Source: an optimization exercise on an open RTL-to-GDS flow (aim: small area and a short achievable clock period). Production flows keep margins and buffers that such runs may drop.
Function was not checked in any run shown here: the RTL went through the layout flow alone.

===== flow/config.mk =====
export PLATFORM = sky130hd
export DESIGN_NAME = sdf_fft_top
export DESIGN_NICKNAME = sdf_fft_top
export VERILOG_FILES = /design/flow/design.v
export SDC_FILE = /design/flow/constraint.sdc
export NUM_CORES = 4
export LEC_CHECK = 0
export CAP_MARGIN = 20
export CORE_MARGIN = 2
export CORE_UTILIZATION = 40
export SLEW_MARGIN = 20

===== flow/constraint.sdc =====
create_clock -name core_clock -period 11.0 [get_ports {CLK}]
set_input_delay 2.2000 -clock core_clock [delete_from_list [all_inputs] [get_ports {CLK}]]
set_output_delay 2.2000 -clock core_clock [all_outputs]
set_load 0.01 [all_outputs]

===== flow/design.v =====
module sdf_delay_line
#(
	parameter int DEPTH = 8,	 
	parameter int W     = 26	 
)
(
	input  logic         CLK,
	input  logic         shift_i,	 
	input  logic [W-1:0] data_i,
	output logic [W-1:0] data_o	 
);
	logic [DEPTH*W-1:0] sr;	 
	always_ff @(posedge CLK)
	begin
		if (shift_i)
		begin
			if (DEPTH > 1)
				sr <= {sr[(DEPTH-1)*W-1:0], data_i};	 
			else
				sr <= data_i;
		end
	end
	assign data_o = sr[DEPTH*W-1 -: W];
endmodule
module sdf_add
#(
	parameter int W = 13
)
(
	input  logic [W-1:0] a_i,
	input  logic [W-1:0] b_i,
	input  logic         c_i,
	output logic [W-1:0] s_o
);
	localparam int N = W + 1;	 
	localparam int L = $clog2(N);	 
	logic [W-1:0]     p;
	logic [(L+1)*N-1:0] gg;	 
	logic [(L+1)*N-1:0] gp;	 
	assign p = a_i ^ b_i;
	assign gg[N-1:0] = {a_i & b_i, c_i};
	assign gp[N-1:0] = {p, 1'b0};
	for (genvar l = 0; l < L; l++)
	begin : g_lvl
		for (genvar i = 0; i < N; i++)
		begin : g_pos
			if ((i >> l) & 1)
			begin : g_op
				localparam int J = ((i >> l) << l) - 1;	 
				assign gg[(l+1)*N+i] = gg[l*N+i] | (gp[l*N+i] & gg[l*N+J]);
				assign gp[(l+1)*N+i] = gp[l*N+i] & gp[l*N+J];
			end
			else
			begin : g_pass
				assign gg[(l+1)*N+i] = gg[l*N+i];
				assign gp[(l+1)*N+i] = gp[l*N+i];
			end
		end
	end
	assign s_o = p ^ gg[L*N +: W];
endmodule
module sdf_bf_stage
#(
	parameter int DEPTH       = 8,	 
	parameter bit ROT_MINUS_J = 1'b0,	 
	parameter int IW          = 12,	 
	parameter int OW          = 13	 
)
(
	input  logic            CLK,
	input  logic            RST,
	input  logic            valid_i,
	input  logic [2*IW-1:0] data_i,
	output logic            valid_o,
	output logic [2*OW-1:0] data_o
);
	localparam int CW = $clog2(2 * DEPTH);	 
	logic [CW-1:0]        cnt;
	logic                 second_half;
	logic                 rot;
	logic signed [IW-1:0] in_re;
	logic signed [IW-1:0] in_im;
	logic signed [OW-1:0] b_re;
	logic signed [OW-1:0] b_im;
	logic signed [OW-1:0] a_re;
	logic signed [OW-1:0] a_im;
	logic [OW-1:0]        bg_re;	 
	logic [OW-1:0]        bg_im;
	logic [OW-1:0]        x_re;	 
	logic [OW-1:0]        x_im;
	logic [OW-1:0]        res_re;
	logic [OW-1:0]        res_im;
	logic [OW-1:0]        dif_re;
	logic [OW-1:0]        dif_im;
	logic [OW-1:0]        fb_re;
	logic [OW-1:0]        fb_im;
	logic [2*OW-1:0]      buf_q;
	assign in_re = data_i[2*IW-1:IW];	 
	assign in_im = data_i[IW-1:0];
	assign b_re  = in_re;	 
	assign b_im  = in_im;
	assign a_re  = buf_q[2*OW-1:OW];	 
	assign a_im  = buf_q[OW-1:0];
	logic [7:0] sh_q;	 
	logic [3:0] rot_q;	 
	logic       sh_flip;
	logic       rot_flip;
	if (CW > 1)
	begin : g_flip
		assign sh_flip  = (cnt[CW-2:0] == '1);	 
	end
	else
	begin : g_flip1
		assign sh_flip  = 1'b1;
	end
	if (ROT_MINUS_J && CW > 2)
	begin : g_rot
		assign rot_flip = !cnt[CW-1] && (cnt[CW-3:0] == '1);	 
	end
	else if (ROT_MINUS_J && CW == 2)
	begin : g_rot2
		assign rot_flip = !cnt[1];
	end
	else
	begin : g_norot
		assign rot_flip = 1'b0;
	end
	always_ff @(posedge CLK or posedge RST)
	begin
		if (RST)
		begin
			sh_q  <= '0;
			rot_q <= '0;
		end
		else if (valid_i)
		begin
			if (sh_flip)
				sh_q <= ~sh_q;
			if (rot_flip)
				rot_q <= ~rot_q;
		end
	end
	assign second_half = sh_q[0];
	assign rot         = rot_q[0];
	localparam int HW = OW / 2;	 
	for (genvar i = 0; i < OW; i++)
	begin : g_sel
		localparam int H = (i < HW) ? 0 : 1;
		assign bg_re[i] = sh_q[0 + H] ? b_re[i] : 1'b0;
		assign bg_im[i] = sh_q[2 + H] ? b_im[i] : 1'b0;
		assign fb_re[i] = sh_q[4 + H] ? dif_re[i] : b_re[i];
		assign fb_im[i] = sh_q[6 + H] ? dif_im[i] : b_im[i];
		assign x_re[i]  = rot_q[0 + H] ? a_im[i] : a_re[i];
		assign x_im[i]  = rot_q[2 + H] ? ~a_re[i] : a_im[i];
	end
	sdf_add #(.W (OW)) u_res_re (.a_i (x_re), .b_i (bg_re), .c_i (1'b0), .s_o (res_re));
	sdf_add #(.W (OW)) u_res_im (.a_i (x_im), .b_i (bg_im), .c_i (rot_q[2]), .s_o (res_im));
	sdf_add #(.W (OW)) u_dif_re (.a_i (a_re), .b_i (~b_re), .c_i (1'b1), .s_o (dif_re));
	sdf_add #(.W (OW)) u_dif_im (.a_i (a_im), .b_i (~b_im), .c_i (1'b1), .s_o (dif_im));
	sdf_delay_line #(
		.DEPTH (DEPTH),
		.W     (2 * OW)
	) u_delay_line (
		.CLK     (CLK),
		.shift_i (valid_i),	 
		.data_i  ({fb_re, fb_im}),
		.data_o  (buf_q)
	);
	always_ff @(posedge CLK or posedge RST)
	begin
		if (RST)
		begin
			cnt     <= '0;
			valid_o <= 1'b0;
		end
		else
		begin
			valid_o <= valid_i;
			if (valid_i)
				cnt <= cnt + 1'b1;	 
		end
	end
	always_ff @(posedge CLK)
		data_o <= {res_re, res_im};
endmodule
module sdf_twiddle_mul
(
	input  logic        CLK,
	input  logic        RST,
	input  logic        pre_valid_i,	 
	input  logic        valid_i,
	input  logic [27:0] data_i,	 
	output logic        valid_o,
	output logic [27:0] data_o
);
	localparam logic [3:0] LAG = 4'd12;
	logic [3:0]         cnt;	 
	logic [3:0]         pos;
	logic [4:0]  sr_d, si_d, sr_q, si_q;
	logic        ck_d, ch_d, ct_d;	 
	logic [1:0]  en_a_q, en_b_q, en_c_q, ck_q, ch_q;	 
	always_comb
	begin
		sr_d = '0;
		si_d = '0;
		si_d[4:3] = 2'd1;
		ck_d = 1'b0;
		ch_d = 1'b0;
		case (pos)
			4'd6:	 
			begin
				sr_d[4:3] = 2'd1;
				si_d[4:3] = 2'd0; si_d[2] = 1'b1;
			end
			4'd5, 4'd10:	 
			begin
				ch_d = 1'b1;
				sr_d[4:3] = 2'd2;
				si_d[4:3] = 2'd3;
			end
			4'd7, 4'd14:	 
			begin
				ch_d = 1'b1;
				sr_d[4:3] = 2'd3;
				si_d[4:3] = 2'd2; si_d[2] = 1'b1;
			end
			4'd9:	 
			begin
				ck_d = 1'b1;
				sr_d[4:3] = 2'd0; sr_d[1] = 1'b1;
				si_d[4:3] = 2'd1; si_d[1] = 1'b0; si_d[0] = 1'b1;
			end
			4'd11, 4'd13:	 
			begin
				ck_d = 1'b1;
				sr_d[4:3] = 2'd1; sr_d[1] = 1'b0;
				si_d[4:3] = 2'd0; si_d[2] = 1'b1; si_d[1] = 1'b1;
			end
			4'd15:	 
			begin
				ck_d = 1'b1;
				sr_d[4:3] = 2'd0; sr_d[2] = 1'b1; sr_d[1] = 1'b1; sr_d[0] = 1'b1;
				si_d[4:3] = 2'd1; si_d[2] = 1'b1; si_d[1] = 1'b0;
			end
			default: ;	 
		endcase
	end
	assign ct_d = !ck_d && !ch_d;
	assign pos  = cnt - LAG;
	always_ff @(posedge CLK or posedge RST)
	begin
		if (RST)
			cnt <= '0;
		else if (pre_valid_i)
			cnt <= cnt + 1'b1;	 
	end
	always_ff @(posedge CLK)
	begin
		sr_q      <= sr_d;
		si_q      <= si_d;
		en_a_q[0] <= pre_valid_i && (ck_d || ct_d);
		en_a_q[1] <= !pre_valid_i || ck_d || ct_d;
		en_b_q[0] <= pre_valid_i && (ck_d || ch_d);
		en_b_q[1] <= !pre_valid_i || ck_d || ch_d;
		en_c_q[0] <= pre_valid_i && ck_d;
		en_c_q[1] <= !pre_valid_i || ck_d;
		ck_q[0]   <= pre_valid_i && ck_d;
		ck_q[1]   <= !pre_valid_i || ck_d;
		ch_q[0]   <= pre_valid_i && ch_d;
		ch_q[1]   <= !pre_valid_i || ch_d;
	end
	logic signed [13:0] d_re;
	logic signed [13:0] d_im;
	logic signed [14:0] e_re;
	logic signed [14:0] e_im;
	logic [14:0]        s_add;	 
	logic [14:0]        s_sub;	 
	assign d_re = data_i[27:14];
	assign d_im = data_i[13:0];
	assign e_re = d_re;	 
	assign e_im = d_im;
	sdf_add #(.W (15)) u_add (.a_i (e_re), .b_i (e_im), .c_i (1'b0), .s_o (s_add));
	sdf_add #(.W (15)) u_sub (.a_i (e_im), .b_i (~e_re), .c_i (1'b1), .s_o (s_sub));
	function automatic logic [14:0] pick_u(input logic [4:0] s, input logic [14:0] re, input logic [14:0] im,
		input logic [14:0] sa, input logic [14:0] ss);
		logic [14:0] x;
		case (s[4:3])
			2'd0:    x = re;
			2'd1:    x = im;
			2'd2:    x = sa;
			default: x = ss;
		endcase
		pick_u = s[2] ? ~x : x;
	endfunction
	function automatic logic [15:0] pick_v(input logic [4:0] s, input logic [14:0] re, input logic [14:0] im);
		logic [15:0] x;
		x = s[1] ? {im[14], im} : {re[14], re};
		pick_v = s[0] ? ~x : x;
	endfunction
	logic [14:0] u_re, u_im;
	logic [15:0] v_re, v_im;
	assign u_re = pick_u(sr_q, e_re, e_im, s_add, s_sub);
	assign u_im = pick_u(si_q, e_re, e_im, s_add, s_sub);
	assign v_re = pick_v(sr_q, e_re, e_im);
	assign v_im = pick_v(si_q, e_re, e_im);
	logic [14:0] uf_re, uf_im;
	logic [15:0] vm_re, vm_im;
	logic [1:0]  b_ea, b_eb, b_ec, b_k;
	logic [3:0]  b_case;	 
	logic [1:0]  b_nu, b_nv;
	always_ff @(posedge CLK)
	begin
		uf_re   <= {~u_re[14], u_re[13:0]};
		uf_im   <= {~u_im[14], u_im[13:0]};
		vm_re   <= ck_q[0] ? {~v_re[15], v_re[14:0]} : (ch_q[0] ? {~u_re[14], u_re[13:0], 1'b0} : 16'h8000);
		vm_im   <= ck_q[1] ? {~v_im[15], v_im[14:0]} : (ch_q[1] ? {~u_im[14], u_im[13:0], 1'b0} : 16'h8000);
		b_ea[0] <= valid_i && en_a_q[0];
		b_ea[1] <= !valid_i || en_a_q[1];
		b_eb[0] <= valid_i && en_b_q[0];
		b_eb[1] <= !valid_i || en_b_q[1];
		b_ec[0] <= valid_i && ck_q[0];
		b_ec[1] <= !valid_i || ck_q[1];
		b_k[0]  <= !(valid_i && !ck_q[0]);
		b_k[1]  <= valid_i && ck_q[1];
		b_case  <= {ck_q[0], ch_q[0], ck_q[1], ch_q[1]};
		b_nu    <= {sr_q[2], si_q[2]};
		b_nv    <= {sr_q[0], si_q[0]};
	end
	logic [27:0] s_re, c_re, s_im, c_im;
	logic [27:0] bs_re, bc_re, bs_im, bc_im;
	logic [27:0] p_re, p_im;
	sdf_tw_tree u_tree_re (
		.uf_i   (uf_re),
		.ea_i   (b_ea[0]),
		.eb_i   (b_eb[0]),
		.ec_i   (b_ec[0]),
		.vm_i   (vm_re),
		.k_i    (b_k[0]),
		.case_i (b_case[3:2]),
		.nu_i   (b_nu[1]),
		.nv_i   (b_nv[1]),
		.sum_o  (s_re),
		.cry_o  (c_re)
	);
	sdf_tw_tree u_tree_im (
		.uf_i   (uf_im),
		.ea_i   (b_ea[1]),
		.eb_i   (b_eb[1]),
		.ec_i   (b_ec[1]),
		.vm_i   (vm_im),
		.k_i    (b_k[1]),
		.case_i (b_case[1:0]),
		.nu_i   (b_nu[0]),
		.nv_i   (b_nv[0]),
		.sum_o  (s_im),
		.cry_o  (c_im)
	);
	always_ff @(posedge CLK)
	begin
		bs_re <= s_re;
		bc_re <= c_re;
		bs_im <= s_im;
		bc_im <= c_im;
	end
	sdf_add #(.W (28)) u_cpa_re (.a_i (bs_re), .b_i (bc_re), .c_i (1'b0), .s_o (p_re));
	sdf_add #(.W (28)) u_cpa_im (.a_i (bs_im), .b_i (bc_im), .c_i (1'b0), .s_o (p_im));
	always_ff @(posedge CLK)
		data_o <= {p_re[27:14], p_im[27:14]};
	logic va, vb;
	always_ff @(posedge CLK or posedge RST)
	begin
		if (RST)
		begin
			va      <= 1'b0;
			vb      <= 1'b0;
			valid_o <= 1'b0;
		end
		else
		begin
			va      <= valid_i;
			vb      <= va;
			valid_o <= vb;
		end
	end
endmodule
module sdf_tw_tree
(
	input  logic [14:0] uf_i,	 
	input  logic        ea_i,	 
	input  logic        eb_i,	 
	input  logic        ec_i,	 
	input  logic [15:0] vm_i,	 
	input  logic        k_i,	 
	input  logic [1:0]  case_i,	 
	input  logic        nu_i,	 
	input  logic        nv_i,	 
	output logic [27:0] sum_o,
	output logic [27:0] cry_o
);
	logic [27:0] ra, rb0, rb6, rb10, rc5, rc8, rv7, rv11, rv12, rv1;
	logic [14:0] ua_i, ub_i, ucn_i;	 
	logic [15:0] vd;	 
	logic [27:0] cst;	 
	assign ua_i  = ea_i ? uf_i : 15'h4000;	 
	assign ub_i  = eb_i ? uf_i : 15'h4000;
	assign ucn_i = ec_i ? ~uf_i : 15'h3fff;
	assign vd    = k_i ? ~vm_i : 16'h7fff;
	assign ra   = 28'(ua_i) << 14;
	assign rb0  = 28'(ub_i);
	assign rb6  = 28'(ub_i) << 6;
	assign rb10 = 28'(~ub_i) << 10;
	assign rc5  = 28'(ucn_i) << 5;
	assign rc8  = 28'(ucn_i) << 8;
	assign rv7  = 28'(vm_i) << 7;
	assign rv11 = 28'(vm_i) << 11;
	assign rv12 = 28'(vm_i) << 12;
	assign rv1  = 28'(vd) << 1;
	always_comb
	begin
		case ({case_i, nu_i, nv_i})
			4'b0000: cst = 28'h266e522;
			4'b0010: cst = 28'h2672522;
			4'b0100: cst = 28'h266e522;
			4'b0110: cst = 28'h2671263;
			4'b1000: cst = 28'h266e522;
			4'b1001: cst = 28'h266fda0;
			4'b1010: cst = 28'h2672043;
			4'b1011: cst = 28'h26738c1;
			default: cst = 28'h266e522;
		endcase
	end
	logic fc10, fc102, fc104, fc106, fc108, fc110, fc112, fc114, fc116, fc118, fc120, fc122, fc124, fc126, fc128, fc130, fc132, fc134, fc136, fc138, fc14, fc140, fc142, fc144, fc146, fc148, fc150, fc152, fc154, fc156, fc158, fc160, fc162, fc164, fc166, fc172, fc174, fc176, fc178, fc18, fc180, fc182, fc184, fc186, fc188, fc190, fc192, fc194, fc196, fc198, fc200, fc202, fc204, fc206, fc208, fc210, fc212, fc222, fc224, fc226, fc228, fc230, fc232, fc234, fc236, fc238, fc24, fc240, fc242, fc244, fc246, fc248, fc250, fc252, fc254, fc256, fc258, fc26, fc260, fc262, fc264, fc266, fc30, fc32, fc36, fc38, fc4, fc40, fc42, fc44, fc46, fc48, fc50, fc52, fc54, fc56, fc58, fc6, fc60, fc62, fc64, fc66, fc68, fc70, fc72, fc74, fc76, fc78, fc80, fc82, fc84, fc86, fc88, fc92, fc98, fs101, fs103, fs105, fs107, fs109, fs111, fs113, fs115, fs117, fs119, fs121, fs123, fs125, fs127, fs129, fs13, fs131, fs133, fs135, fs137, fs139, fs141, fs143, fs145, fs147, fs149, fs151, fs153, fs155, fs157, fs159, fs161, fs163, fs165, fs17, fs171, fs173, fs175, fs177, fs179, fs181, fs183, fs185, fs187, fs189, fs191, fs193, fs195, fs197, fs199, fs201, fs203, fs205, fs207, fs209, fs211, fs221, fs223, fs225, fs227, fs229, fs23, fs231, fs233, fs235, fs237, fs239, fs241, fs243, fs245, fs247, fs249, fs25, fs251, fs253, fs255, fs257, fs259, fs261, fs263, fs265, fs29, fs3, fs31, fs35, fs37, fs39, fs41, fs43, fs45, fs47, fs49, fs5, fs51, fs53, fs55, fs57, fs59, fs61, fs63, fs65, fs67, fs69, fs71, fs73, fs75, fs77, fs79, fs81, fs83, fs85, fs87, fs9, fs91, fs97, hc100, hc12, hc16, hc168, hc170, hc2, hc20, hc214, hc216, hc218, hc22, hc220, hc28, hc34, hc8, hc90, hc94, hc96, hs1, hs11, hs15, hs167, hs169, hs19, hs21, hs213, hs215, hs217, hs219, hs27, hs33, hs7, hs89, hs93, hs95, hs99;
	assign hs1 = cst[12] ^ rb0[12];
	assign hc2 = cst[12] & rb0[12];
	assign fs3 = cst[13] ^ rb0[13] ^ rb6[13];
	assign fc4 = (cst[13] & rb0[13]) | (cst[13] & rb6[13]) | (rb0[13] & rb6[13]);
	assign fs5 = cst[14] ^ ra[14] ^ rb0[14];
	assign fc6 = (cst[14] & ra[14]) | (cst[14] & rb0[14]) | (ra[14] & rb0[14]);
	assign hs7 = rb6[14] ^ rb10[14];
	assign hc8 = rb6[14] & rb10[14];
	assign fs9 = cst[15] ^ ra[15] ^ rb6[15];
	assign fc10 = (cst[15] & ra[15]) | (cst[15] & rb6[15]) | (ra[15] & rb6[15]);
	assign hs11 = rb10[15] ^ rc5[15];
	assign hc12 = rb10[15] & rc5[15];
	assign fs13 = cst[16] ^ ra[16] ^ rb6[16];
	assign fc14 = (cst[16] & ra[16]) | (cst[16] & rb6[16]) | (ra[16] & rb6[16]);
	assign hs15 = rb10[16] ^ rc5[16];
	assign hc16 = rb10[16] & rc5[16];
	assign fs17 = 1'b1 ^ ra[17] ^ rb6[17];
	assign fc18 = (1'b1 & ra[17]) | (1'b1 & rb6[17]) | (ra[17] & rb6[17]);
	assign hs19 = 1'b1 ^ ra[18];
	assign hc20 = 1'b1 & ra[18];
	assign hs21 = cst[8] ^ rb0[8];
	assign hc22 = cst[8] & rb0[8];
	assign fs23 = cst[9] ^ rb0[9] ^ rb6[9];
	assign fc24 = (cst[9] & rb0[9]) | (cst[9] & rb6[9]) | (rb0[9] & rb6[9]);
	assign fs25 = cst[10] ^ rb0[10] ^ rb6[10];
	assign fc26 = (cst[10] & rb0[10]) | (cst[10] & rb6[10]) | (rb0[10] & rb6[10]);
	assign hs27 = rb10[10] ^ rc5[10];
	assign hc28 = rb10[10] & rc5[10];
	assign fs29 = cst[11] ^ rb0[11] ^ rb6[11];
	assign fc30 = (cst[11] & rb0[11]) | (cst[11] & rb6[11]) | (rb0[11] & rb6[11]);
	assign fs31 = rb10[11] ^ rc5[11] ^ rc8[11];
	assign fc32 = (rb10[11] & rc5[11]) | (rb10[11] & rc8[11]) | (rc5[11] & rc8[11]);
	assign hs33 = rv7[11] ^ rv11[11];
	assign hc34 = rv7[11] & rv11[11];
	assign fs35 = rb6[12] ^ rb10[12] ^ rc5[12];
	assign fc36 = (rb6[12] & rb10[12]) | (rb6[12] & rc5[12]) | (rb10[12] & rc5[12]);
	assign fs37 = rc8[12] ^ rv7[12] ^ rv11[12];
	assign fc38 = (rc8[12] & rv7[12]) | (rc8[12] & rv11[12]) | (rv7[12] & rv11[12]);
	assign fs39 = rv12[12] ^ rv1[12] ^ hs1;
	assign fc40 = (rv12[12] & rv1[12]) | (rv12[12] & hs1) | (rv1[12] & hs1);
	assign fs41 = rb10[13] ^ rc5[13] ^ rc8[13];
	assign fc42 = (rb10[13] & rc5[13]) | (rb10[13] & rc8[13]) | (rc5[13] & rc8[13]);
	assign fs43 = rv7[13] ^ rv11[13] ^ rv12[13];
	assign fc44 = (rv7[13] & rv11[13]) | (rv7[13] & rv12[13]) | (rv11[13] & rv12[13]);
	assign fs45 = rv1[13] ^ fs3 ^ hc2;
	assign fc46 = (rv1[13] & fs3) | (rv1[13] & hc2) | (fs3 & hc2);
	assign fs47 = rc5[14] ^ rc8[14] ^ rv7[14];
	assign fc48 = (rc5[14] & rc8[14]) | (rc5[14] & rv7[14]) | (rc8[14] & rv7[14]);
	assign fs49 = rv11[14] ^ rv12[14] ^ rv1[14];
	assign fc50 = (rv11[14] & rv12[14]) | (rv11[14] & rv1[14]) | (rv12[14] & rv1[14]);
	assign fs51 = fs5 ^ hs7 ^ fc4;
	assign fc52 = (fs5 & hs7) | (fs5 & fc4) | (hs7 & fc4);
	assign fs53 = rc8[15] ^ rv7[15] ^ rv11[15];
	assign fc54 = (rc8[15] & rv7[15]) | (rc8[15] & rv11[15]) | (rv7[15] & rv11[15]);
	assign fs55 = rv12[15] ^ rv1[15] ^ fs9;
	assign fc56 = (rv12[15] & rv1[15]) | (rv12[15] & fs9) | (rv1[15] & fs9);
	assign fs57 = hs11 ^ fc6 ^ hc8;
	assign fc58 = (hs11 & fc6) | (hs11 & hc8) | (fc6 & hc8);
	assign fs59 = rc8[16] ^ rv7[16] ^ rv11[16];
	assign fc60 = (rc8[16] & rv7[16]) | (rc8[16] & rv11[16]) | (rv7[16] & rv11[16]);
	assign fs61 = rv12[16] ^ rv1[16] ^ fs13;
	assign fc62 = (rv12[16] & rv1[16]) | (rv12[16] & fs13) | (rv1[16] & fs13);
	assign fs63 = hs15 ^ fc10 ^ hc12;
	assign fc64 = (hs15 & fc10) | (hs15 & hc12) | (fc10 & hc12);
	assign fs65 = rb10[17] ^ rc5[17] ^ rc8[17];
	assign fc66 = (rb10[17] & rc5[17]) | (rb10[17] & rc8[17]) | (rc5[17] & rc8[17]);
	assign fs67 = rv7[17] ^ rv11[17] ^ rv12[17];
	assign fc68 = (rv7[17] & rv11[17]) | (rv7[17] & rv12[17]) | (rv11[17] & rv12[17]);
	assign fs69 = fs17 ^ fc14 ^ hc16;
	assign fc70 = (fs17 & fc14) | (fs17 & hc16) | (fc14 & hc16);
	assign fs71 = rb6[18] ^ rb10[18] ^ rc5[18];
	assign fc72 = (rb6[18] & rb10[18]) | (rb6[18] & rc5[18]) | (rb10[18] & rc5[18]);
	assign fs73 = rc8[18] ^ rv7[18] ^ rv11[18];
	assign fc74 = (rc8[18] & rv7[18]) | (rc8[18] & rv11[18]) | (rv7[18] & rv11[18]);
	assign fs75 = rv12[18] ^ hs19 ^ fc18;
	assign fc76 = (rv12[18] & hs19) | (rv12[18] & fc18) | (hs19 & fc18);
	assign fs77 = ra[19] ^ rb6[19] ^ rb10[19];
	assign fc78 = (ra[19] & rb6[19]) | (ra[19] & rb10[19]) | (rb6[19] & rb10[19]);
	assign fs79 = rc5[19] ^ rc8[19] ^ rv7[19];
	assign fc80 = (rc5[19] & rc8[19]) | (rc5[19] & rv7[19]) | (rc8[19] & rv7[19]);
	assign fs81 = rv11[19] ^ rv12[19] ^ hc20;
	assign fc82 = (rv11[19] & rv12[19]) | (rv11[19] & hc20) | (rv12[19] & hc20);
	assign fs83 = ra[20] ^ rb6[20] ^ rb10[20];
	assign fc84 = (ra[20] & rb6[20]) | (ra[20] & rb10[20]) | (rb6[20] & rb10[20]);
	assign fs85 = rc8[20] ^ rv7[20] ^ rv11[20];
	assign fc86 = (rc8[20] & rv7[20]) | (rc8[20] & rv11[20]) | (rv7[20] & rv11[20]);
	assign fs87 = 1'b1 ^ ra[21] ^ rb10[21];
	assign fc88 = (1'b1 & ra[21]) | (1'b1 & rb10[21]) | (ra[21] & rb10[21]);
	assign hs89 = rc8[21] ^ rv7[21];
	assign hc90 = rc8[21] & rv7[21];
	assign fs91 = 1'b1 ^ ra[22] ^ rb10[22];
	assign fc92 = (1'b1 & ra[22]) | (1'b1 & rb10[22]) | (ra[22] & rb10[22]);
	assign hs93 = rc8[22] ^ rv7[22];
	assign hc94 = rc8[22] & rv7[22];
	assign hs95 = cst[6] ^ rb0[6];
	assign hc96 = cst[6] & rb0[6];
	assign fs97 = cst[7] ^ rb0[7] ^ rb6[7];
	assign fc98 = (cst[7] & rb0[7]) | (cst[7] & rb6[7]) | (rb0[7] & rb6[7]);
	assign hs99 = rc5[7] ^ rv7[7];
	assign hc100 = rc5[7] & rv7[7];
	assign fs101 = rb6[8] ^ rc5[8] ^ rc8[8];
	assign fc102 = (rb6[8] & rc5[8]) | (rb6[8] & rc8[8]) | (rc5[8] & rc8[8]);
	assign fs103 = rv7[8] ^ rv1[8] ^ hs21;
	assign fc104 = (rv7[8] & rv1[8]) | (rv7[8] & hs21) | (rv1[8] & hs21);
	assign fs105 = rc5[9] ^ rc8[9] ^ rv7[9];
	assign fc106 = (rc5[9] & rc8[9]) | (rc5[9] & rv7[9]) | (rc8[9] & rv7[9]);
	assign fs107 = rv1[9] ^ fs23 ^ hc22;
	assign fc108 = (rv1[9] & fs23) | (rv1[9] & hc22) | (fs23 & hc22);
	assign fs109 = rc8[10] ^ rv7[10] ^ rv1[10];
	assign fc110 = (rc8[10] & rv7[10]) | (rc8[10] & rv1[10]) | (rv7[10] & rv1[10]);
	assign fs111 = fs25 ^ hs27 ^ fc24;
	assign fc112 = (fs25 & hs27) | (fs25 & fc24) | (hs27 & fc24);
	assign fs113 = rv1[11] ^ fs29 ^ fs31;
	assign fc114 = (rv1[11] & fs29) | (rv1[11] & fs31) | (fs29 & fs31);
	assign fs115 = hs33 ^ fc26 ^ hc28;
	assign fc116 = (hs33 & fc26) | (hs33 & hc28) | (fc26 & hc28);
	assign fs117 = fs35 ^ fs37 ^ fs39;
	assign fc118 = (fs35 & fs37) | (fs35 & fs39) | (fs37 & fs39);
	assign fs119 = fc30 ^ fc32 ^ hc34;
	assign fc120 = (fc30 & fc32) | (fc30 & hc34) | (fc32 & hc34);
	assign fs121 = fs41 ^ fs43 ^ fs45;
	assign fc122 = (fs41 & fs43) | (fs41 & fs45) | (fs43 & fs45);
	assign fs123 = fc36 ^ fc38 ^ fc40;
	assign fc124 = (fc36 & fc38) | (fc36 & fc40) | (fc38 & fc40);
	assign fs125 = fs47 ^ fs49 ^ fs51;
	assign fc126 = (fs47 & fs49) | (fs47 & fs51) | (fs49 & fs51);
	assign fs127 = fc42 ^ fc44 ^ fc46;
	assign fc128 = (fc42 & fc44) | (fc42 & fc46) | (fc44 & fc46);
	assign fs129 = fs53 ^ fs55 ^ fs57;
	assign fc130 = (fs53 & fs55) | (fs53 & fs57) | (fs55 & fs57);
	assign fs131 = fc48 ^ fc50 ^ fc52;
	assign fc132 = (fc48 & fc50) | (fc48 & fc52) | (fc50 & fc52);
	assign fs133 = fs59 ^ fs61 ^ fs63;
	assign fc134 = (fs59 & fs61) | (fs59 & fs63) | (fs61 & fs63);
	assign fs135 = fc54 ^ fc56 ^ fc58;
	assign fc136 = (fc54 & fc56) | (fc54 & fc58) | (fc56 & fc58);
	assign fs137 = fs65 ^ fs67 ^ fs69;
	assign fc138 = (fs65 & fs67) | (fs65 & fs69) | (fs67 & fs69);
	assign fs139 = fc60 ^ fc62 ^ fc64;
	assign fc140 = (fc60 & fc62) | (fc60 & fc64) | (fc62 & fc64);
	assign fs141 = fs71 ^ fs73 ^ fs75;
	assign fc142 = (fs71 & fs73) | (fs71 & fs75) | (fs73 & fs75);
	assign fs143 = fc66 ^ fc68 ^ fc70;
	assign fc144 = (fc66 & fc68) | (fc66 & fc70) | (fc68 & fc70);
	assign fs145 = fs77 ^ fs79 ^ fs81;
	assign fc146 = (fs77 & fs79) | (fs77 & fs81) | (fs79 & fs81);
	assign fs147 = fc72 ^ fc74 ^ fc76;
	assign fc148 = (fc72 & fc74) | (fc72 & fc76) | (fc74 & fc76);
	assign fs149 = rv12[20] ^ fs83 ^ fs85;
	assign fc150 = (rv12[20] & fs83) | (rv12[20] & fs85) | (fs83 & fs85);
	assign fs151 = fc78 ^ fc80 ^ fc82;
	assign fc152 = (fc78 & fc80) | (fc78 & fc82) | (fc80 & fc82);
	assign fs153 = rv11[21] ^ rv12[21] ^ fs87;
	assign fc154 = (rv11[21] & rv12[21]) | (rv11[21] & fs87) | (rv12[21] & fs87);
	assign fs155 = hs89 ^ fc84 ^ fc86;
	assign fc156 = (hs89 & fc84) | (hs89 & fc86) | (fc84 & fc86);
	assign fs157 = rv11[22] ^ rv12[22] ^ fs91;
	assign fc158 = (rv11[22] & rv12[22]) | (rv11[22] & fs91) | (rv12[22] & fs91);
	assign fs159 = hs93 ^ fc88 ^ hc90;
	assign fc160 = (hs93 & fc88) | (hs93 & hc90) | (fc88 & hc90);
	assign fs161 = ra[23] ^ rb10[23] ^ rv11[23];
	assign fc162 = (ra[23] & rb10[23]) | (ra[23] & rv11[23]) | (rb10[23] & rv11[23]);
	assign fs163 = rv12[23] ^ fc92 ^ hc94;
	assign fc164 = (rv12[23] & fc92) | (rv12[23] & hc94) | (fc92 & hc94);
	assign fs165 = ra[24] ^ rb10[24] ^ rv11[24];
	assign fc166 = (ra[24] & rb10[24]) | (ra[24] & rv11[24]) | (rb10[24] & rv11[24]);
	assign hs167 = 1'b1 ^ ra[25];
	assign hc168 = 1'b1 & ra[25];
	assign hs169 = cst[5] ^ rb0[5];
	assign hc170 = cst[5] & rb0[5];
	assign fs171 = rb6[6] ^ rc5[6] ^ rv1[6];
	assign fc172 = (rb6[6] & rc5[6]) | (rb6[6] & rv1[6]) | (rc5[6] & rv1[6]);
	assign fs173 = rv1[7] ^ fs97 ^ hs99;
	assign fc174 = (rv1[7] & fs97) | (rv1[7] & hs99) | (fs97 & hs99);
	assign fs175 = fs101 ^ fs103 ^ fc98;
	assign fc176 = (fs101 & fs103) | (fs101 & fc98) | (fs103 & fc98);
	assign fs177 = fs105 ^ fs107 ^ fc102;
	assign fc178 = (fs105 & fs107) | (fs105 & fc102) | (fs107 & fc102);
	assign fs179 = fs109 ^ fs111 ^ fc106;
	assign fc180 = (fs109 & fs111) | (fs109 & fc106) | (fs111 & fc106);
	assign fs181 = fs113 ^ fs115 ^ fc110;
	assign fc182 = (fs113 & fs115) | (fs113 & fc110) | (fs115 & fc110);
	assign fs183 = fs117 ^ fs119 ^ fc114;
	assign fc184 = (fs117 & fs119) | (fs117 & fc114) | (fs119 & fc114);
	assign fs185 = fs121 ^ fs123 ^ fc118;
	assign fc186 = (fs121 & fs123) | (fs121 & fc118) | (fs123 & fc118);
	assign fs187 = fs125 ^ fs127 ^ fc122;
	assign fc188 = (fs125 & fs127) | (fs125 & fc122) | (fs127 & fc122);
	assign fs189 = fs129 ^ fs131 ^ fc126;
	assign fc190 = (fs129 & fs131) | (fs129 & fc126) | (fs131 & fc126);
	assign fs191 = fs133 ^ fs135 ^ fc130;
	assign fc192 = (fs133 & fs135) | (fs133 & fc130) | (fs135 & fc130);
	assign fs193 = fs137 ^ fs139 ^ fc134;
	assign fc194 = (fs137 & fs139) | (fs137 & fc134) | (fs139 & fc134);
	assign fs195 = fs141 ^ fs143 ^ fc138;
	assign fc196 = (fs141 & fs143) | (fs141 & fc138) | (fs143 & fc138);
	assign fs197 = fs145 ^ fs147 ^ fc142;
	assign fc198 = (fs145 & fs147) | (fs145 & fc142) | (fs147 & fc142);
	assign fs199 = fs149 ^ fs151 ^ fc146;
	assign fc200 = (fs149 & fs151) | (fs149 & fc146) | (fs151 & fc146);
	assign fs201 = fs153 ^ fs155 ^ fc150;
	assign fc202 = (fs153 & fs155) | (fs153 & fc150) | (fs155 & fc150);
	assign fs203 = fs157 ^ fs159 ^ fc154;
	assign fc204 = (fs157 & fs159) | (fs157 & fc154) | (fs159 & fc154);
	assign fs205 = fs161 ^ fs163 ^ fc158;
	assign fc206 = (fs161 & fs163) | (fs161 & fc158) | (fs163 & fc158);
	assign fs207 = rv12[24] ^ fs165 ^ fc162;
	assign fc208 = (rv12[24] & fs165) | (rv12[24] & fc162) | (fs165 & fc162);
	assign fs209 = rv11[25] ^ rv12[25] ^ hs167;
	assign fc210 = (rv11[25] & rv12[25]) | (rv11[25] & hs167) | (rv12[25] & hs167);
	assign fs211 = ra[26] ^ rv11[26] ^ rv12[26];
	assign fc212 = (ra[26] & rv11[26]) | (ra[26] & rv12[26]) | (rv11[26] & rv12[26]);
	assign hs213 = cst[1] ^ rb0[1];
	assign hc214 = cst[1] & rb0[1];
	assign hs215 = rb0[2] ^ rv1[2];
	assign hc216 = rb0[2] & rv1[2];
	assign hs217 = rb0[3] ^ rv1[3];
	assign hc218 = rb0[3] & rv1[3];
	assign hs219 = rb0[4] ^ rv1[4];
	assign hc220 = rb0[4] & rv1[4];
	assign fs221 = rc5[5] ^ rv1[5] ^ hs169;
	assign fc222 = (rc5[5] & rv1[5]) | (rc5[5] & hs169) | (rv1[5] & hs169);
	assign fs223 = hs95 ^ fs171 ^ hc170;
	assign fc224 = (hs95 & fs171) | (hs95 & hc170) | (fs171 & hc170);
	assign fs225 = hc96 ^ fs173 ^ fc172;
	assign fc226 = (hc96 & fs173) | (hc96 & fc172) | (fs173 & fc172);
	assign fs227 = hc100 ^ fs175 ^ fc174;
	assign fc228 = (hc100 & fs175) | (hc100 & fc174) | (fs175 & fc174);
	assign fs229 = fc104 ^ fs177 ^ fc176;
	assign fc230 = (fc104 & fs177) | (fc104 & fc176) | (fs177 & fc176);
	assign fs231 = fc108 ^ fs179 ^ fc178;
	assign fc232 = (fc108 & fs179) | (fc108 & fc178) | (fs179 & fc178);
	assign fs233 = fc112 ^ fs181 ^ fc180;
	assign fc234 = (fc112 & fs181) | (fc112 & fc180) | (fs181 & fc180);
	assign fs235 = fc116 ^ fs183 ^ fc182;
	assign fc236 = (fc116 & fs183) | (fc116 & fc182) | (fs183 & fc182);
	assign fs237 = fc120 ^ fs185 ^ fc184;
	assign fc238 = (fc120 & fs185) | (fc120 & fc184) | (fs185 & fc184);
	assign fs239 = fc124 ^ fs187 ^ fc186;
	assign fc240 = (fc124 & fs187) | (fc124 & fc186) | (fs187 & fc186);
	assign fs241 = fc128 ^ fs189 ^ fc188;
	assign fc242 = (fc128 & fs189) | (fc128 & fc188) | (fs189 & fc188);
	assign fs243 = fc132 ^ fs191 ^ fc190;
	assign fc244 = (fc132 & fs191) | (fc132 & fc190) | (fs191 & fc190);
	assign fs245 = fc136 ^ fs193 ^ fc192;
	assign fc246 = (fc136 & fs193) | (fc136 & fc192) | (fs193 & fc192);
	assign fs247 = fc140 ^ fs195 ^ fc194;
	assign fc248 = (fc140 & fs195) | (fc140 & fc194) | (fs195 & fc194);
	assign fs249 = fc144 ^ fs197 ^ fc196;
	assign fc250 = (fc144 & fs197) | (fc144 & fc196) | (fs197 & fc196);
	assign fs251 = fc148 ^ fs199 ^ fc198;
	assign fc252 = (fc148 & fs199) | (fc148 & fc198) | (fs199 & fc198);
	assign fs253 = fc152 ^ fs201 ^ fc200;
	assign fc254 = (fc152 & fs201) | (fc152 & fc200) | (fs201 & fc200);
	assign fs255 = fc156 ^ fs203 ^ fc202;
	assign fc256 = (fc156 & fs203) | (fc156 & fc202) | (fs203 & fc202);
	assign fs257 = fc160 ^ fs205 ^ fc204;
	assign fc258 = (fc160 & fs205) | (fc160 & fc204) | (fs205 & fc204);
	assign fs259 = fc164 ^ fs207 ^ fc206;
	assign fc260 = (fc164 & fs207) | (fc164 & fc206) | (fs207 & fc206);
	assign fs261 = fc166 ^ fs209 ^ fc208;
	assign fc262 = (fc166 & fs209) | (fc166 & fc208) | (fs209 & fc208);
	assign fs263 = hc168 ^ fs211 ^ fc210;
	assign fc264 = (hc168 & fs211) | (hc168 & fc210) | (fs211 & fc210);
	assign fs265 = ra[27] ^ rv12[27] ^ fc212;
	assign fc266 = (ra[27] & rv12[27]) | (ra[27] & fc212) | (rv12[27] & fc212);
	assign sum_o = {fs265, fs263, fs261, fs259, fs257, fs255, fs253, fs251, fs249, fs247, fs245, fs243, fs241, fs239, fs237, fs235, fs233, fs231, fs229, fs227, fs225, fs223, fs221, hs219, hs217, hs215, rv1[1], cst[0]};
	assign cry_o = {fc264, fc262, fc260, fc258, fc256, fc254, fc252, fc250, fc248, fc246, fc244, fc242, fc240, fc238, fc236, fc234, fc232, fc230, fc228, fc226, fc224, fc222, hc220, hc218, hc216, hc214, hs213, rb0[0]};
endmodule
module sdf_fft_top
(
	input  logic        CLK,
	input  logic        RST,
	input  logic        valid_i,	 
	input  logic [23:0] data_i,	 
	output logic        valid_o,
	output logic        first_o,	 
	output logic [31:0] data_o	 
)
;
	localparam logic [3:0] LAG = 4'd15;
	logic        v0;
	logic        v1;
	logic        v2;
	logic        vt;
	logic        v3;
	logic [23:0] d0;
	logic [25:0] d1;
	logic [27:0] d2;
	logic [27:0] dt;
	logic [29:0] d3;
	logic [3:0]  out_cnt;
	logic [3:0]  out_pos;
	logic        primed;	 
	logic        at_bin0;
	always_ff @(posedge CLK or posedge RST)
	begin
		if (RST)
			v0 <= 1'b0;
		else
			v0 <= valid_i;
	end
	always_ff @(posedge CLK)
		d0 <= data_i;
	sdf_bf_stage #(
		.DEPTH       (8),
		.ROT_MINUS_J (1'b1),
		.IW          (12),
		.OW          (13)
	) u_stage1 (
		.CLK     (CLK),
		.RST     (RST),
		.valid_i (v0),
		.data_i  (d0),
		.valid_o (v1),
		.data_o  (d1)
	);
	sdf_bf_stage #(
		.DEPTH       (4),
		.ROT_MINUS_J (1'b0),
		.IW          (13),
		.OW          (14)
	) u_stage2 (
		.CLK     (CLK),
		.RST     (RST),
		.valid_i (v1),
		.data_i  (d1),
		.valid_o (v2),
		.data_o  (d2)
	);
	sdf_twiddle_mul u_twiddle (	 
		.CLK     (CLK),
		.RST         (RST),
		.pre_valid_i (v1),
		.valid_i     (v2),
		.data_i      (d2),
		.valid_o (vt),
		.data_o  (dt)
	);
	sdf_bf_stage #(
		.DEPTH       (2),
		.ROT_MINUS_J (1'b1),
		.IW          (14),
		.OW          (15)
	) u_stage3 (
		.CLK     (CLK),
		.RST     (RST),
		.valid_i (vt),
		.data_i  (dt),
		.valid_o (v3),
		.data_o  (d3)
	);
	sdf_bf_stage #(
		.DEPTH       (1),
		.ROT_MINUS_J (1'b0),
		.IW          (15),
		.OW          (16)
	) u_stage4 (
		.CLK     (CLK),
		.RST     (RST),
		.valid_i (v3),
		.data_i  (d3),
		.valid_o (),
		.data_o  (data_o)
	);
	assign out_pos = out_cnt - LAG;	 
	assign at_bin0 = (out_pos == '0);
	always_ff @(posedge CLK or posedge RST)
	begin
		if (RST)
		begin
			out_cnt <= '0;
			primed  <= 1'b0;
			valid_o <= 1'b0;
			first_o <= 1'b0;
		end
		else
		begin
			valid_o <= v3 && (primed || at_bin0);	 
			first_o <= v3 && at_bin0;
			if (v3)
			begin
				out_cnt <= out_cnt + 1'b1;
				if (at_bin0)
					primed <= 1'b1;	 
			end
		end
	end
endmodule

===== flow/flow/run.sh =====
#!/bin/bash
# Layout flow: the standard flow, with the port buffers made of buf_2
# cells instead of the resizer's default choice (a delay buffer).
# Timing repair aims for 8.0 ns of setup slack (a 3.0 ns cycle) instead of zero.
# Every step's full output goes to standard_flow.log in this folder.
set -euo pipefail
export BUFFER_PORTS_ARGS="-buffer_cell sky130_fd_sc_hd__buf_2"
export SETUP_SLACK_MARGIN=8.0
bash standard.sh > standard_flow.log 2>&1

===== flow/standard.sh =====
#!/bin/bash
# synth_recipe.tcl (not shown) runs the flow's synth.tcl, then flattens the netlist and writes it again
# the make line also repeats each setting of config.mk as NAME=value (left out here)
make -C /OpenROAD-flow-scripts/flow DESIGN_CONFIG=/design/flow/config.mk WORK_HOME=/design/flow/orfs CLKGATE_MAP_FILE= SYNTH_SCRIPT=/design/flow/synth_recipe.tcl "${@:-finish}"

==> flow_summary_export.csv, run 1 <==
group,metric,value,unit
final_layout,multiInputGateArea,21800,um^2
yosys,seq_area_frac_synth,0.478,
yosys,ys_seq_elements,859,
timing,final.setup.tns,0,ns
timing,max_clock_freq,299,MHz
route,vias,26500,
placement,port_buffers,60,
worst_setup_path,critical_path_depth,1,
placement,routabilityCongestion,0.930,
worst_setup_path,cpPeakStageDelay,0.35,ns
route,vias_per_cell,4.74,
yosys,syn-num-nets,4494,
worst_setup_path,crit_family,"flip-flops",
yosys,synth.area.top_cells,"edfxtp_1, dfxtp_1, fa_1",
timing,fin_crit_sh,0.304,
die,io_pins,61,
timing,rsz0062_at_grt,"true",
final_layout,nets,4660,
route,wirelength,88800,um
run_status,status,"finished clean",
route,ant_nets,0,
worst_setup_path,critPathKind,"register to output port",
cts,holdBufCountCts,0,
die,dieHeight,340,um
die,die_w,340,um
worst_setup_path,start_kind,"register",
grt,grt.busiest_layer,"met2",
placement,dp_hpwl,65800,um
timing,relSlewSlack,0.322,
yosys,synth_warnings,11,
yosys,syn_inst,3844,
yosys,synth.avg_cell_area,11.8,um^2
worst_setup_path,end_kind,"output port",
route,dr.pass1.iters,5,
worst_setup_path,crit_fanout,1,
timing,timing.hold.ws,0.352,ns
job,drv_cap,0,
die,std_cell_rows,123,
grt,grt_pass1_wl,144000,um
cts,clkTransAtPathRegs,0.05,ns
yosys,synth_top_area_frac,0.273,
cts,cts-root-buf,"clkbuf_16",
worst_setup_path,path_cells,"buf_2",
grt,met3_usage,0.0246,
route,drc_errors,0,
yosys,synth_ff_type,"edfxtp_1",
placement,post_dp_cell_area,47400,um^2
route,drt_iter0_markers,1302,
worst_setup_path,reg2regPathDepth,11,
worst_setup_path,cp.required,8.80,ns
timing,setup_viol,0,
worst_setup_path,critPathBufInv,1,
die,coreArea,112000,um^2
grt,grt_use_met2,0.263,
timing,tightest_slew,1.02,ns
final_layout,final_core_util,0.466,
final_layout,seqCellArea,21700,um^2
die,die-area,116000,um^2
timing,drv_slew,0,
final_layout,instances_no_fill,5590,
yosys,synth_largest_area_cell,"edfxtp_1",
final_layout,area_growth,15.7,%
grt,grt_max_degree,85,
yosys,async_flop_share,0.0768,
final_layout,drive_gt1_frac,0.149,
timing,fin_crit,3.35,ns
timing,hold_viol,0,
cts,cts_buffers,92,
cts,cts_sinks,859,
final_layout,n_antenna_cell,0,
grt,grt_usage,0.155,
grt,grt_overflow,0,
yosys,syn_area,45300,um^2
worst_setup_path,worst_path_max_delay_cell,"dfrtp_1",
yosys,synth_edf_count,412,
cts,cts_tree,"built",
cts,clock_latency,0.69,ns
final_layout,finish.instance_area,52400,um^2
final_layout,nFillCells,10200,
worst_hold_path,whs_path_depth,0,
route,routedWlPerCell,15.9,um
cts,cts.path.max_buffers,3,
grt,antenna_found_initial,0,
worst_hold_path,hp-class,"register to register",
grt,met1_usage,0.197,
placement,dp.cells,5340,
grt,grt_pass1_vias,27300,
yosys,ys_types,73,
timing,finClkSkew,0.0279,ns
die,start_util,0.403,
worst_setup_path,arrival,1.15,ns
cts,htreeDepth,3,
[logic make-up (layout without fill, tap and decap cells)]
family / count (synthesis) / in the layout / synth area share
mux: 138 / 138 / 0.0354
buf+inv: 677 / 923 / 0.0563
compound gates: 498 / 498 / 0.0718
xor+xnor: 313 / 313 / 0.0607
flops: 859 / 859 / 0.478
fa+ha+maj: 623 / 623 / 0.218
simple gates: 736 / 736 / 0.0794
[synthesized netlist by cell type (all sizes together), types with 19 or more instances]
master  instances
nand2         219
nor3           28
nand3          35
mux2i          95
inv           601
nor2b          32
xor2           82
xnor2         231
buf            21
and2          158
dfxtp         381
edfxtp        412
ha            345
a21o           58
nor2          162
dfrtp          66
nand2b         30
o21a           25
mux2           28
fa            278
clkbuf         55
a21oi         146
or3            19
o21ai         121
[registers in the layout, indices dropped and copies added (netlist names), 10 cells and up]
signal and flops:
d0 24, u_stage2.data_o 28, u_stage4.u_delay_line.sr 32, u_twiddle.bs_im 28, u_stage1.u_delay_line.sr 208, u_twiddle.data_o 28
u_twiddle.uf_im 15, u_stage3.data_o 30, u_twiddle.uf_re 15, u_stage3.u_delay_line.sr 60, u_twiddle.bc_re 28, u_stage2.u_delay_line.sr 112
u_twiddle.bs_re 28, u_twiddle.u_tree_im.cst 10, u_twiddle.vm_im 16, u_twiddle.bc_im 28, u_stage1.data_o 26, u_twiddle.vm_re 16
u_stage4.data_o 32
[worst reg2reg max path, cell delays in order (launching register included)]
cell and delay [ns]:
dfxtp_4 0.39, buf_12 0.13, nand2b_4 0.07, fa_1 0.48, inv_1 0.05, fa_1 0.47, inv_1 0.05, fa_1 0.47
inv_1 0.05, fa_2 0.52, inv_2 0.04, fa_2 0.50
[layout by cell type (no fill, tap or decap), types with 17 or more instances in the layout]
cell       Yosys  layout
fa_1         278     244
nand2_1      219     207
nand4_1       17      17
dfxtp_2        0      32
nor2_1       162     160
nor2b_1       32      31
dfrtp_1       66      56
inv_2          1      38
dfxtp_1      381     338
clkbuf_16      0      98
a22o_1        17      17
and2_4         0      18
o21ai_0      118      98
mux2i_1       95      94
mux2_2        28      26
buf_2          2      49
or3_1         19      17
xor2_1        82      82
xnor2_1      230     229
bufinv_16      0      18
and2_1       158     140
nor3_1        28      26
o21a_1        25      25
ha_1         345     333
fa_2           0      34
a21oi_1      146     133
inv_1        600     558
edfxtp_1     412     412
a21o_1        58      58
buf_4          0      70
buf_6          1      27
nand2b_1      30      27
nand3_1       35      35
[final timing paths]
path                                   start             endpoint  slack [ns]
max in group asynchronous                RST                   v0        8.22
hold reg to reg                 u_twiddle.va         u_twiddle.vb        0.35
min in group asynchronous                RST     u_stage4.sh_q[5]        1.60
setup / recovery                     valid_o              valid_o        7.65
setup reg to reg           u_twiddle.b_eb[1]  u_twiddle.bs_im[14]        7.70
hold / removal                  u_twiddle.va         u_twiddle.vb        0.35
[final cells by class]
type | instances | area share
Clock buffer | 122 | 0.0508
Tap cell | 1500 | 0.0358
Inverter | 601 | 0.0435
Clock inverter | 52 | 0.0164
Multi-Input combinational cell | 2308 | 0.417
Timing Repair Buffer | 148 | 0.0213
Sequential cell | 859 | 0.415
[stage by stage]
| step | setup WS (ns) |
|---|---|
| final | 7.65 |
| after global routing | 7.59 |
| after global placement | 7.43 |
| after detailed placement | 7.36 |
| after CTS | 7.60 |
| after floorplan | 7.44 |
[what timing repair did]
| action | 4_1_cts | 5_1_grt |
|---|---|---|
| endpoints found under the setup margin | 138 | 134 |
| pin swaps | 78 | 80 |
| buffers inserted | 38 | 38 |
| resized for setup | 159 | 125 |
[layer usage]
layer | vias up | routed length [um]
li1 | 13100 | -
met1 | 12800 | 39700
met2 | 376 | 42800
met3 | 177 | 2780
met4 | 0 | 3540
met5 | - | 0
==> run 2, diff against run 1 <==
==> flow/flow/run.sh (replaced) <==
#!/bin/bash
# Layout flow: the standard flow, with the port buffers made of buf_2
# cells instead of the resizer's default choice (a delay buffer).
# Timing repair aims for 7.7 ns of setup slack (a 3.3 ns cycle) instead of zero.
# Every step's full output goes to standard_flow.log in this folder.
set -euo pipefail
export BUFFER_PORTS_ARGS="-buffer_cell sky130_fd_sc_hd__buf_2"
export SETUP_SLACK_MARGIN=7.7
bash standard.sh > standard_flow.log 2>&1
--- a/flow/config.mk
+++ b/flow/config.mk
@@ -8,4 +8,5 @@
 export CAP_MARGIN = 20
 export CORE_MARGIN = 2
 export CORE_UTILIZATION = 40
+export CTS_CLUSTER_SIZE = 30
 export SLEW_MARGIN = 20
==> run 2 against run 1 <==
Effect of this change:
- still clean
- first-iteration DRC count decreased by 2.9%
- utilization is 1.2 points lower
- area after synthesis did not move
- cell count decreased by 1.1%
- via count decreased by 1.7%
- critical endpoint unchanged
- largest cell class is now registers
==> flow_summary_export.csv, run 2 <==
group,metric,value,unit
worst_setup_path,worst_path_max_delay_cell,"dfrtp_1",
yosys,synthTopCellsByCount,"inv_1, edfxtp_1, dfxtp_1",
cts,clock_latency,0.70,ns
job,drv_cap,0,
yosys,synth.area.top_cells,"edfxtp_1, dfxtp_1, fa_1",
cts,cts_buffers,94,
grt,grt_max_degree,87,
timing,hold_viol,0,
route,vias_per_cell,4.71,
final_layout,n_antenna_cell,0,
final_layout,layout_commonest_cell,"inv_1",
yosys,synth_top_area_frac,0.273,
timing,relSlewSlack,0.319,
die,io_pins,61,
timing,fin_crit,3.40,ns
final_layout,nets,4600,
cts,cts.path.max_buffers,3,
yosys,synth.avg_cell_area,11.8,um^2
worst_setup_path,critPathKind,"register to output port",
placement,port_buffers,60,
yosys,synthAdderAreaFrac,0.218,
final_layout,top_register,"u_stage1.u_delay_line.sr",
timing,tightest_slew,1.02,ns
placement,dp_hpwl,66200,um
yosys,syn_inst,3844,
final_layout,area_growth,12.7,%
route,wirelength,87700,um
cts,htreeDepth,3,
yosys,synth-simple-area-share,0.0794,
final_layout,final_core_util,0.454,
grt,grt_pass1_wl,143000,um
yosys,async_flop_share,0.0768,
cts,clkTransAtPathRegs,0.06,ns
yosys,synth_compound_area_frac,0.0718,
worst_setup_path,path_cells,"buf_2",
yosys,syn-num-nets,4494,
worst_setup_path,critPathBufInv,1,
worst_setup_path,start_kind,"register",
die,die-area,116000,um^2
worst_setup_path,critical_path_depth,1,
worst_setup_path,arrival,1.20,ns
run_status,status,"finished clean",
die,die_w,340,um
die,start_util,0.403,
worst_setup_path,cpPeakStageDelay,0.36,ns
worst_hold_path,hp-class,"register to register",
yosys,ys_seq_elements,859,
timing,max_clock_freq,294,MHz
timing,setup_viol,0,
grt,antenna_found_initial,1,
route,drc_errors,0,
cts,cts-root-buf,"clkbuf_16",
timing,final.setup.tns,0,ns
yosys,synth_warnings,11,
worst_setup_path,crit_family,"flip-flops",
final_layout,drive_gt1_frac,0.0965,
cts,cts_tree,"built",
timing,rsz0062_at_grt,"true",
grt,grt_overflow,0,
timing,fin_crit_sh,0.309,
yosys,synthXorXnorAreaFrac,0.0607,
placement,routabilityCongestion,0.903,
die,coreArea,112000,um^2
yosys,synth_ff_type,"edfxtp_1",
grt,grt_pass1_vias,26900,
yosys,ys_types,73,
worst_setup_path,reg2regPathDepth,12,
yosys,synth.mux.area_fraction,0.0354,
final_layout,largestRegisters,"u_stage1.u_delay_line.sr (208), u_stage2.u_delay_line.sr (112), u_stage3.u_delay_line.sr (60)",
yosys,syn_area,45300,um^2
route,vias,26100,
worst_setup_path,cp.required,8.80,ns
route,ant_nets,0,
final_layout,layout.cells.most_common_list,"inv_1, edfxtp_1, dfxtp_1",
worst_setup_path,end_kind,"output port",
yosys,synth_largest_area_cell,"edfxtp_1",
yosys,synth_top_family_by_area,"adder cells",
route,drt_iter0_markers,1264,
route,dr.pass1.iters,5,
timing,drv_slew,0,
cts,cts_sinks,859,
die,std_cell_rows,123,
timing,finClkSkew,0.0500,ns
yosys,synth_edf_count,412,
yosys,seq_area_frac_synth,0.478,
worst_hold_path,whs_path_depth,0,
yosys,synth.most_common_cell,"inv_1",
die,dieHeight,340,um
grt,grt_usage,0.154,
route,routedWlPerCell,15.9,um
worst_setup_path,crit_fanout,1,
final_layout,largest_reg_flops,208,
==> run 2: cell counts after synthesis <==
Identical to the previous run, type by type.
==> run 2: cells by family (layout without fill, tap and decap cells) <==
logic type	after synthesis	count (layout)
adder cells (fa/ha/maj)	623	623
buffers and inverters	677	863
AND/OR/NAND/NOR	736	736
AO/OA/AOI/OAI	498	498
flip-flops	859	859
multiplexers	138	138
XOR/XNOR	313	313
==> run 2: per-stage QoR <==
stage / std cells / instance area (um^2) / hold WS, ns / worst slack (ns)
3_5_place_dp: 5340 / 47300 / 0.336 / 7.33
2_1_floorplan: 3844 / 45300 / 0.331 / 7.44
6_report: 5530 / 51000 / 0.346 / 7.60
3_3_place_gp: 5340 / 47300 / 0.335 / 7.38
4_1_cts: 5519 / 50700 / 0.348 / 7.55
5_1_grt: 5530 / 51000 / 0.354 / 7.53
==> run 2: layout make-up <==
cell class	count	area, um^2
multi-input cells	2308	21300
clock buffers	130	2680
repair buffers	86	596
fillers	10300	61300
inverters	601	2260
clock inverters	46	581
flip-flops and latches	859	21700
well taps	1500	1880
==> run 2: final timing paths <==
| check | startpoint | endpoint | slack [ns] |
|---|---|---|---|
| min | u_twiddle.va | u_twiddle.vb | 0.35 |
| max in group asynchronous | RST | v0 | 8.16 |
| max reg2reg | u_twiddle.b_eb[1] | u_twiddle.bs_im[14] | 7.75 |
| min in group asynchronous | RST | first_o | 1.64 |
| max | valid_o | valid_o | 7.60 |
| min reg2reg | u_twiddle.va | u_twiddle.vb | 0.35 |
==> run 2: worst reg2reg max path, cell delays in order, from the launching register on <==
cell	delay [ns]
dfxtp_4	0.40
buf_6	0.13
buf_4	0.13
nand2_2	0.08
ha_1	0.29
inv_1	0.05
fa_1	0.50
inv_1	0.06
fa_1	0.47
inv_1	0.05
fa_1	0.48
inv_1	0.05
fa_1	0.44
==> run 2: what timing repair did <==
item,CTS,global route
pin swaps,4,27
gates resized for setup,41,70
endpoints found under the hold margin,0,0
buffers inserted,3,10
gates cloned,0,0
hold buffers,0,0
endpoints found under the setup margin,74,87
==> run 2: metal layers <==
| layer | share of wire | wire, um | GRT usage |
|---|---|---|---|
| met1 | 0.44 | 39000 | 0.196 |
| met2 | 0.49 | 42900 | 0.266 |
| met3 | 0.030 | 2620 | 0.0220 |
| met4 | 0.037 | 3260 | 0.0577 |
| met5 | 0 | 0 | 0 |
==> run 3, diff against run 2 <==
--- a/flow/config.mk
+++ b/flow/config.mk
@@ -8,5 +8,5 @@
 export CAP_MARGIN = 20
 export CORE_MARGIN = 2
 export CORE_UTILIZATION = 40
-export CTS_CLUSTER_SIZE = 30
+export CTS_CLUSTER_SIZE = 20
 export SLEW_MARGIN = 20
==> run 3 against run 2 <==
Effect of this change:
- setup slack hardly changed
- register-to-register slack hardly changed
- flip-flop and latch count stayed put
- clock-buffer cell count stayed put
- maximum frequency hardly changed
==> flow_summary_export.csv, run 3 <==
group,metric,value,unit
grt,grt_max_degree,87,
die,die-area,116000,um^2
yosys,ys_types,73,
cts,clkTransAtPathRegs,0.06,ns
placement,routabilityCongestion,0.903,
yosys,synth.mux.area_fraction,0.0354,
final_layout,instances_no_fill,5530,
timing,relSlewSlack,0.312,
worst_setup_path,reg2reg_to,"u_twiddle.bs_im[14]",
yosys,synthXorXnorAreaFrac,0.0607,
worst_setup_path,reg2regPathDepth,10,
route,wirelength,87700,um
timing,tightest_slew,1.03,ns
timing,finClkSkew,0.0476,ns
worst_hold_path,whs_path_depth,0,
final_layout,nets,4600,
yosys,syn_inst,3844,
cts,cts_tree,"built",
timing,rsz0062_at_grt,"true",
final_layout,top_register,"u_stage1.u_delay_line.sr",
timing,fin_crit,3.40,ns
worst_hold_path,hp-class,"register to register",
worst_setup_path,cpPeakStageDelay,0.36,ns
final_layout,largest_reg_flops,208,
cts,htreeDepth,3,
worst_setup_path,critPathBufInv,1,
die,start_util,0.403,
cts,cts_buffers,94,
yosys,synth_ff_type,"edfxtp_1",
die,coreArea,112000,um^2
yosys,syn_area,45300,um^2
yosys,synth_top_area_frac,0.273,
final_layout,area_growth,12.6,%
yosys,synth.avg_cell_area,11.8,um^2
timing,drv_slew,0,
job,drv_cap,0,
die,std_cell_rows,123,
yosys,synthTopCellsByCount,"inv_1, edfxtp_1, dfxtp_1",
yosys,synth-simple-area-share,0.0794,
placement,port_buffers,60,
final_layout,drive_gt1_frac,0.0965,
timing,fin_crit_sh,0.309,
worst_setup_path,start_kind,"register",
yosys,async_flop_share,0.0768,
worst_setup_path,r2r_slack,7.75,ns
die,die_w,340,um
yosys,synth_top_family_by_area,"adder cells",
worst_setup_path,crit_fanout,1,
worst_setup_path,crit_family,"flip-flops",
worst_setup_path,path_cells,"buf_2",
route,vias,26100,
cts,cts.path.max_buffers,3,
final_layout,layout_commonest_cell,"inv_1",
cts,holdBufCountCts,0,
die,dieHeight,340,um
yosys,synth.area.top_cells,"edfxtp_1, dfxtp_1, fa_1",
timing,final.setup.tns,0,ns
placement,dp_hpwl,66200,um
yosys,ys_seq_elements,859,
yosys,synthAdderAreaFrac,0.218,
worst_setup_path,arrival,1.20,ns
yosys,synth_warnings,11,
worst_setup_path,r2r_start,"u_twiddle.b_eb[1]",
timing,setup_viol,0,
route,dr.pass1.iters,5,
worst_hold_path,hold_path.startpoint,"u_twiddle.va",
yosys,syn-num-nets,4494,
timing,hold_viol,0,
run_status,status,"finished clean",
final_layout,n_antenna_cell,0,
grt,grt_usage,0.154,
worst_setup_path,worst_path_max_delay_cell,"dfrtp_1",
grt,grt_overflow,0,
final_layout,largestRegisters,"u_stage1.u_delay_line.sr (208), u_stage2.u_delay_line.sr (112), u_stage3.u_delay_line.sr (60)",
yosys,synth_edf_count,412,
route,vias_per_cell,4.72,
yosys,synth_compound_area_frac,0.0718,
cts,cts_sinks,859,
yosys,synth.most_common_cell,"inv_1",
die,io_pins,61,
cts,cts-root-buf,"clkbuf_16",
yosys,synth_largest_area_cell,"edfxtp_1",
grt,grt_pass1_vias,26900,
cts,clock_latency,0.70,ns
worst_setup_path,cp.required,8.80,ns
route,drc_errors,0,
route,ant_nets,0,
timing,max_clock_freq,294,MHz
grt,grt_pass1_wl,143000,um
grt,antenna_found_initial,1,
yosys,seq_area_frac_synth,0.478,
route,routedWlPerCell,15.9,um
worst_setup_path,end_kind,"output port",
worst_setup_path,critPathKind,"register to output port",
final_layout,layout.cells.most_common_list,"inv_1, edfxtp_1, dfxtp_1",
placement,dp.cells,5340,
worst_hold_path,min_to,"u_twiddle.vb",
route,drt_iter0_markers,1244,
-- run 3: cell families after synthesis --
logic type	count (synthesis)
flip-flops	859
buffers and inverters	677
AO/OA/AOI/OAI	498
multiplexers	138
XOR/XNOR	313
adder cells (fa/ha/maj)	623
AND/OR/NAND/NOR	736
-- run 3: metal layers --
layer,up-vias,wire [um],global-route usage
met2,378,42800,0.266
met3,167,2760,0.0220
met1,12500,38800,0.196
met5,-,0,0
met4,0,3330,0.0579
li1,13000,-,-
-- run 3: worst max path at each step --
stage                              endpoint    start  depth (start not counted)  slack (ns)
after floorplan           u_stage1.rot_q[2]       v0                          3        7.44
after global placement     u_stage1.valid_o      RST                          3        7.38
after detailed placement   u_stage1.valid_o      RST                          3        7.33
after CTS                           valid_o  valid_o                          1        7.55
after global routing                valid_o  valid_o                          1        7.53
final                               valid_o  valid_o                          1        7.60
-- run 3: timing repair --
item | CTS | global route
buffers inserted | 3 | 10
gates resized for setup | 41 | 70
pin swaps | 4 | 27
endpoints found under the setup margin | 75 | 86
-- run 3: worst reg2reg max path: cells and delay by family, from the launching register on --
kind	cells	cell delay [ns]
adders and majority gates	5	2.39
DFF	1	0.40
buffers and inverters	4	0.21
and+or+nand+nor	1	0.14
-- run 3: area by class of cell --
cell class	instances	area [um^2]
Clock inverter	46	556
Clock buffer	130	2680
Fill cell	10300	61300
Tap cell	1500	1880
Timing Repair Buffer	86	596
Inverter	601	2260
Multi-Input combinational cell	2308	21300
Sequential cell	859	21700
-- run 3: per-stage QoR --
| step | util | cell area (um^2) | hold WS [ns] | worst slack [ns] |
|---|---|---|---|---|
| after global routing | 0.454 | 51000 | 0.354 | 7.53 |
| after CTS | 0.451 | 50700 | 0.348 | 7.55 |
| after floorplan | - | 45300 | 0.331 | 7.44 |
| after detailed placement | 0.421 | 47300 | 0.336 | 7.33 |
| after global placement | 0.421 | 47300 | 0.335 | 7.38 |
| final | 0.454 | 51000 | 0.346 | 7.60 |

## separate check: timing with driven ports
The results above use ideal ports. As a check the final layouts listed here were re-extracted and re-timed, cells and wires unchanged. Step 1 (the two cells are an assumption about what drives the block):
set clk [get_ports {CLK}]
set_driving_cell -lib_cell sky130_fd_sc_hd__clkbuf_16 $clk
set_driving_cell -lib_cell sky130_fd_sc_hd__buf_2 [delete_from_list [all_inputs] $clk]
Step 2, shift: input delay + t, output delay - t, t = (earliest + latest rising clock arrival at the registers) / 2. This alone moves slack from input paths to output paths. Three values: no drivers, after step 1, after step 2; two values: the first two.
| run | t, ns | setup WS [ns] | cell pins on the clock port's net |
|---|---|---|---|
| run 1 | 0.744 | 7.651 / 7.583 / 7.523 | 1 |
| run 2 | 0.745 | 7.602 / 7.537 / 7.458 | 1 |
| run 3 | 0.748 | 7.602 / 7.537 / 7.459 | 1 |
After both steps setup and hold are still met in every run listed. For run 2, which loses most, drivers alone change the setup slack by -0.065 ns; drivers and shift together by -0.144 ns. Setup slack includes reset recovery checks.
